Background: an optimization exercise with open tools, aiming at small area, a short achievable clock period and few clock cycles. Do not read the settings as production practice. Only simulation tests tie the RTL to the original design; equivalence was not proved. Power is estimated from default activity; no workload was simulated.

==> flow/design.v (outline; a module is shown in full before it is edited, if it fits) <==
// module mul_enc: 55 lines
// module mul_stage1: 1247 lines
// module mul_stage2: 252 lines
// module attention_top: 375 lines
module attention_top (
  input  logic                  clk,
  input  logic                  reset_n,
  input  logic                  dut_valid,
  output logic                  dut_ready,
  output attention_pkg::addr_t  input_read_address,
  input  attention_pkg::data_t  input_read_data,
  output attention_pkg::addr_t  weight_read_address,
  input  attention_pkg::data_t  weight_read_data,
  output logic                  result_write_enable,
  output attention_pkg::addr_t  result_write_address,
  output attention_pkg::data_t  result_write_data,
  output attention_pkg::addr_t  result_read_address,
  input  attention_pkg::data_t  result_read_data,
  output logic                  scratchpad_write_enable,
  output attention_pkg::addr_t  scratchpad_write_address,
  output attention_pkg::data_t  scratchpad_write_data,
  output attention_pkg::addr_t  scratchpad_read_address,
  input  attention_pkg::data_t  scratchpad_read_data
);
  // ...
==> flow/run.sh <==
#!/bin/bash
# synth_recipe.tcl (not shown) runs the flow's synth.tcl, then flattens the netlist and writes it again
# the make line also repeats each setting of config.mk as NAME=value (left out here)
make -C /OpenROAD-flow-scripts/flow DESIGN_CONFIG=/design/flow/config.mk WORK_HOME=/design/flow/orfs CLKGATE_MAP_FILE= SYNTH_SCRIPT=/design/flow/synth_recipe.tcl finish
==> flow/config.mk <==
export PLATFORM = sky130hd
export DESIGN_NAME = attention_top
export DESIGN_NICKNAME = attention_top
export VERILOG_FILES = /design/flow/design.v
export SDC_FILE = /design/flow/constraint.sdc
export NUM_CORES = 4
export LEC_CHECK = 0
export CAP_MARGIN = 20
export CORE_MARGIN = 2
export CORE_UTILIZATION = 40
export CTS_CLUSTER_DIAMETER = 100
export CTS_CLUSTER_SIZE = 25
export PLACE_DENSITY = 0.6
export SLEW_MARGIN = 20
==> flow/constraint.sdc <==
create_clock -name core_clock -period 12.5 [get_ports {clk}]
set_input_delay 2.5000 -clock core_clock [delete_from_list [all_inputs] [get_ports {clk}]]
set_output_delay 2.5000 -clock core_clock [all_outputs]
set_load 0.01 [all_outputs]
==> results by group, run 1 <==
Finish
  • Logic inverters: 146
  • Layout Area Growth over Synthesis: 13.7%
  • Max FFs per register: 95
  • Multi-input gate area: between 15000 and 20000 µm²
  • Clkbuf count: 33
  • Share of layout cells above drive strength 1: 0.0553
  • Commonest non-fill, non-tap cell in the layout: dfxtp_1
  • Core Util, Final: 0.457

Worst setup path
  • CP Buf/Inv Count: 1
  • Reg-to-reg slack, setup: ~8.6 ns
  • Critical R2R Launch: a_q[13]$_DFF_P_
  • Type of origin of the critical path: flip-flop

Detailed routing
  • Met2 routed WL: 34100 µm
  • Initial DRC count: ~1400
  • # DRC: 0
  • Pre-antenna DRT Iters: 5

Global route
  • Met3 Usage GRT: 0.0302
  • Met2 Use GR: 0.339
  • Global Route met1 Usage: 0.285

Synth
  • Largest family of logic cells by synthesized area: adder cells
  • Syn Area/Cell: ~11 µm²
  • Primary FF master, synth: dfxtp_1
  • Top-area cell type share of the netlist area: 0.289
  • Post-synthesis sequential area ratio: 0.358
  • Area contributors post-synth: dfxtp_1 29%, fa_1 17%, xor2_1 7.8%
  • Ys async rst share: 0
  • Cell area after synthesis: between 20000 and 30000 µm²
  • Post-Syn Nets: 2979
  • Area share of fa/ha/maj cells after synthesis: 0.202

Pwr
  • Post-route total power: ~9 mW
  • Leak pwr: 11.8 nW
  • Internal power: 5.04 mW
  • PwrDens: approximately 300 nW/µm²
  • Switching power: about 4 mW

STA
  • Fmax: 0.247 GHz
  • Fin worst setup slack: between 8 and 9 ns
  • Final setup TNS: 0 ns

Floorplanning
  • Initial Util: 0.402
  • Die Span Y: about 260 µm

CTS
  • Htree depth: 1
  • Num CTS Buffers: 23
  • Cts repair resizes: 0

Status
  • Status: timing/DRC/antenna clean
Testbench counts, summed over its fixed seeds: cycles 39,673.
==> inputs of run 2 (changes only) <==
--- a/flow/config.mk
+++ b/flow/config.mk
@@ -7,8 +7,8 @@
 export LEC_CHECK = 0
 export CAP_MARGIN = 20
 export CORE_MARGIN = 2
-export CORE_UTILIZATION = 40
+export CORE_UTILIZATION = 60
 export CTS_CLUSTER_DIAMETER = 100
 export CTS_CLUSTER_SIZE = 25
-export PLACE_DENSITY = 0.6
+export PLACE_DENSITY = 0.7
 export SLEW_MARGIN = 20
==> results by group, run 2 <==
Status
  • Status: timing/DRC/antenna clean

Floorplanning
  • Initial Util: 0.609 (+0.206)
  • Top-Level Pins: 270
  • Die Width: 216 µm
  • Die Span Y: 216 µm (-18%)
  • Core Region: roughly 44000 µm²
  • Row count: 77
  • Die area: 46600 µm²

CTS
  • Root buffer cell: clkbuf_16
  • Worst-path clk slew: about 0.1 ns
  • Hold bufs inserted after CTS: 0
  • TritonCTS clock tree: done
  • Cts repair resizes: 0 (unchanged)
  • Setup Fix Bufs, Post-CTS: 0
  • Num CTS Buffers: 22 (-4.3%)
  • Worst skew pair latency: between 0.5 and 0.6 ns
  • Clk sink count: around 450
  • Deepest clock path buffer count: 3
  • Htree depth: 1 (unchanged)

STA
  • Tcrit/Tclk final: 0.326
  • Final Critical Period: about 4.1 ns
  • Final setup fails: 0
  • Slew margin rel.: 0.281
  • Final setup TNS: 0 ns (unchanged)
  • Unrepaired setup endpoints after global routing: false
  • Fin worst setup slack: 8.42 ns (-0.0228 ns)
  • Final Hold Violating Endpoints: 0
  • Fmax: 0.245 GHz (-0.56%)
  • Slew Limit Fails: 0
  • Clock skew: ~0.027 ns
  • Worst-margin pin slew: between 1 and 1.5 ns

Global route
  • Largest net degree at the start of global routing: 76
  • Vias in the first global route: about 20000
  • Global Route Usage Sum: 0.295
  • First-pass GRT wire length: about 110000 µm
  • Initial antenna violation count: 0
  • Grt ovf: 0

Worst setup path
  • CP endpoint: input_read_address[5]
  • Levels on crit path: 1
  • Reg-to-reg slack, setup: 8.51 ns (-0.05 ns)
  • CP Buf/Inv Count: 1 (unchanged)
  • R2R cell count: 9
  • Delay-heaviest family, CP: buffers and inverters
  • Type of origin of the critical path: flip-flop
  • Cell chain of the critical path: clkdlybuf4s50_1
  • Worst path arrival time: approximately 1.6 ns
  • Crit-path max FO: 2
  • Max stage delay on crit path: about 0.57 ns
  • Worst setup path startpoint: a_addr[5]$_SDFF_PP0_
  • Worst path slowest cell: clkdlybuf4s50_1
  • Critical Path End Type: output pin
  • FF-to-FF End: rows_q[85]$_DFF_P_
  • Worst Path Class, Setup: reg2out
  • Critical path required time: ~10 ns
  • Critical R2R Launch: one_q[3]$_DFF_P_

Pwr
  • PwrDens: 299 nW/µm² (+0.74%)
  • VDD IR max: about 260 µV
  • Leak pwr: 11.8 nW (-0.49%)

Detailed routing
  • Via count: roughly 19000
  • Pre-antenna DRT Iters: 6 (+1)
  • Routed Antenna Nets: 0
  • # DRC: 0 (unchanged)
  • Final WL: 68600 µm
  • Per-cell routed wire length: between 20 and 25 µm
  • Via density: between 5 and 6
  • Initial DRC count: 1688 (+18%)

Placed design
  • DPL Wire Length: 49300 µm
  • Port buffer count: 269
  • RD Place Congestion: ~0.9
  • Post-Place Worst Slack: ~8 ns

Finish
  • Ant diodes: 0
  • Layout Area Growth over Synthesis: 11.9%
  • Final net count: slightly above 3000
  • Fill count: roughly 3400
  • Commonest cells after routing, fill and taps aside: 386 x dfxtp_1, 269 x a22oi_1, 269 x clkdlybuf4s50_1, 239 x xor2_1, 225 x fa_1
  • Core Util, Final: 0.681 (+0.224)
  • Multi-input gate area: 15600 µm² (about the same)
  • Biggest register: rows_q
  • Share of layout cells above drive strength 1: 0.0518 (-0.00355)
  • Storage cell area: roughly 9700 µm²
  • Commonest non-fill, non-tap cell in the layout: dfxtp_1
  • Max FFs per register: 95 (unchanged)

Synth
  • YS warnings: 1
  • Syn Area/Cell: 10.6 µm² (unchanged)
  • Cells after Synth: between 2000 and 3000
  • Post-synth EDFFs: between 60 and 70
  • Top-area cell type share of the netlist area: 0.289 (unchanged)
  • Most frequent cells after synthesis: 389 x dfxtp_1, 269 x a22oi_1, 239 x xor2_1, 225 x fa_1, 162 x xnor2_1
  • Post-Syn Nets: 2979 (unchanged)
  • Ys async rst share: 0 (unchanged)
  • Seq cells post-synth: around 450
  • Post-synthesis sequential area ratio: 0.358 (unchanged)
  • Cell area after synthesis: 26900 µm² (unchanged)
  • Synth cell types: 65
  • Top-count cell post-synth: dfxtp_1
  • Yosys top cell by area: dfxtp_1
  • Area contributors post-synth: dfxtp_1 29%, fa_1 17%, xor2_1 7.8%
  • Primary FF master, synth: dfxtp_1

Hold path
  • Worst Hold Class: reg2reg
  • Hold path depth: 0

Job
  • Maxcap violations: 0
[run 2: cell counts after synthesis]
Identical to the previous run, type by type.
[run 2: cell families (layout without fill, tap and decap cells)]
kind of cell    count (synthesis)  after routing  share of synthesized area
compound gates                500            500                      0.134
xor+xnor                      401            401                      0.130
fa+ha+maj                     300            300                      0.202
buf+inv                       384            481                     0.0620
flops                         451            451                      0.358
mux                           106            106                     0.0422
simple gates                  406            406                     0.0709
[run 2: power breakdown]
| group | internal [mW] | switching (mW) | total (mW) |
|---|---|---|---|
| combinational | 2.76 | 3.30 | 6.06 |
| clock | 0.333 | 0.467 | 0.800 |
| sequential | 1.91 | 0.245 | 2.16 |
| total | 5.00 | 4.01 | 9.02 |
[run 2: layout make-up]
| class | instances | area share |
|---|---|---|
| flip-flops and latches | 451 | 0.320 |
| multi-input cells | 1713 | 0.518 |
| inverters | 146 | 0.0182 |
| clock inverters | 3 | 0.00195 |
| clock buffers | 28 | 0.0190 |
| repair buffers | 304 | 0.0981 |
| well taps | 592 | 0.0246 |
[run 2: per-stage QoR]
stage                     power [mW]  hold slack (ns)  cell area [µm²]  std cells
after global placement          8.02            0.311            29500       3206
after floorplan                 6.60            0.310            26900       2548
after detailed placement        8.23            0.312            29500       3206
final                           9.02            0.333            30100       3237
after CTS                       9.05            0.335            30100       3237
after global routing            9.88            0.340            30100       3237
[run 2: worst min path at each step]
stage                             endpoint  slack (ns)              from
after detailed placement  t2_first$_DFF_P_        0.31  t1_first$_DFF_P_
after floorplan           t2_final$_DFF_P_        0.31  t1_final$_DFF_P_
after CTS                 t2_first$_DFF_P_        0.33  t1_first$_DFF_P_
after global routing      t2_kcopy$_DFF_P_        0.34  t1_kcopy$_DFF_P_
after global placement    t2_first$_DFF_P_        0.31  t1_first$_DFF_P_
final                     t3_kcopy$_DFF_P_        0.33  t2_kcopy$_DFF_P_
[run 2: per-layer routing]
layer  vias to the layer above  wire, µm  track usage
met4                         0      2770        0.115
met1                      9310     28900        0.400
met3                       169      5510       0.0476
met5                         -         0            0
met2                       925     31400        0.474
li1                       8718         -            -

==> separate check: timing with driven ports <==
The flow's constraints put no driver on any port. The routed layouts listed below were extracted and timed again, unchanged, in two steps.
Step 1 sets driving cells, clkbuf_16 on the clock port and buf_2 on the other inputs (assumed; they add their load-dependent delay and slew).
Step 2 moves the port delays by t, midway between the first and last clock arrival at a register: inputs arrive t later, outputs are due t later. That takes back most of the time a late clock gives input paths.
a / b / c = no drivers / after step 1 / after step 2; a / b = the first two.
| run | t (ns) | setup WS [ns] | worst slew at a driven data input, ns |
|---|---|---|---|
| run 1 | 0.655 | 8.445 / 8.384 / 8.103 | 0.09 |
| run 2 | 0.639 | 8.422 / 8.365 / 8.223 | 0.05 |
After both steps every run listed still meets setup and hold. The setup slack of run 1, which loses most, moves by -0.061 ns with the drivers and by -0.342 ns with both steps.
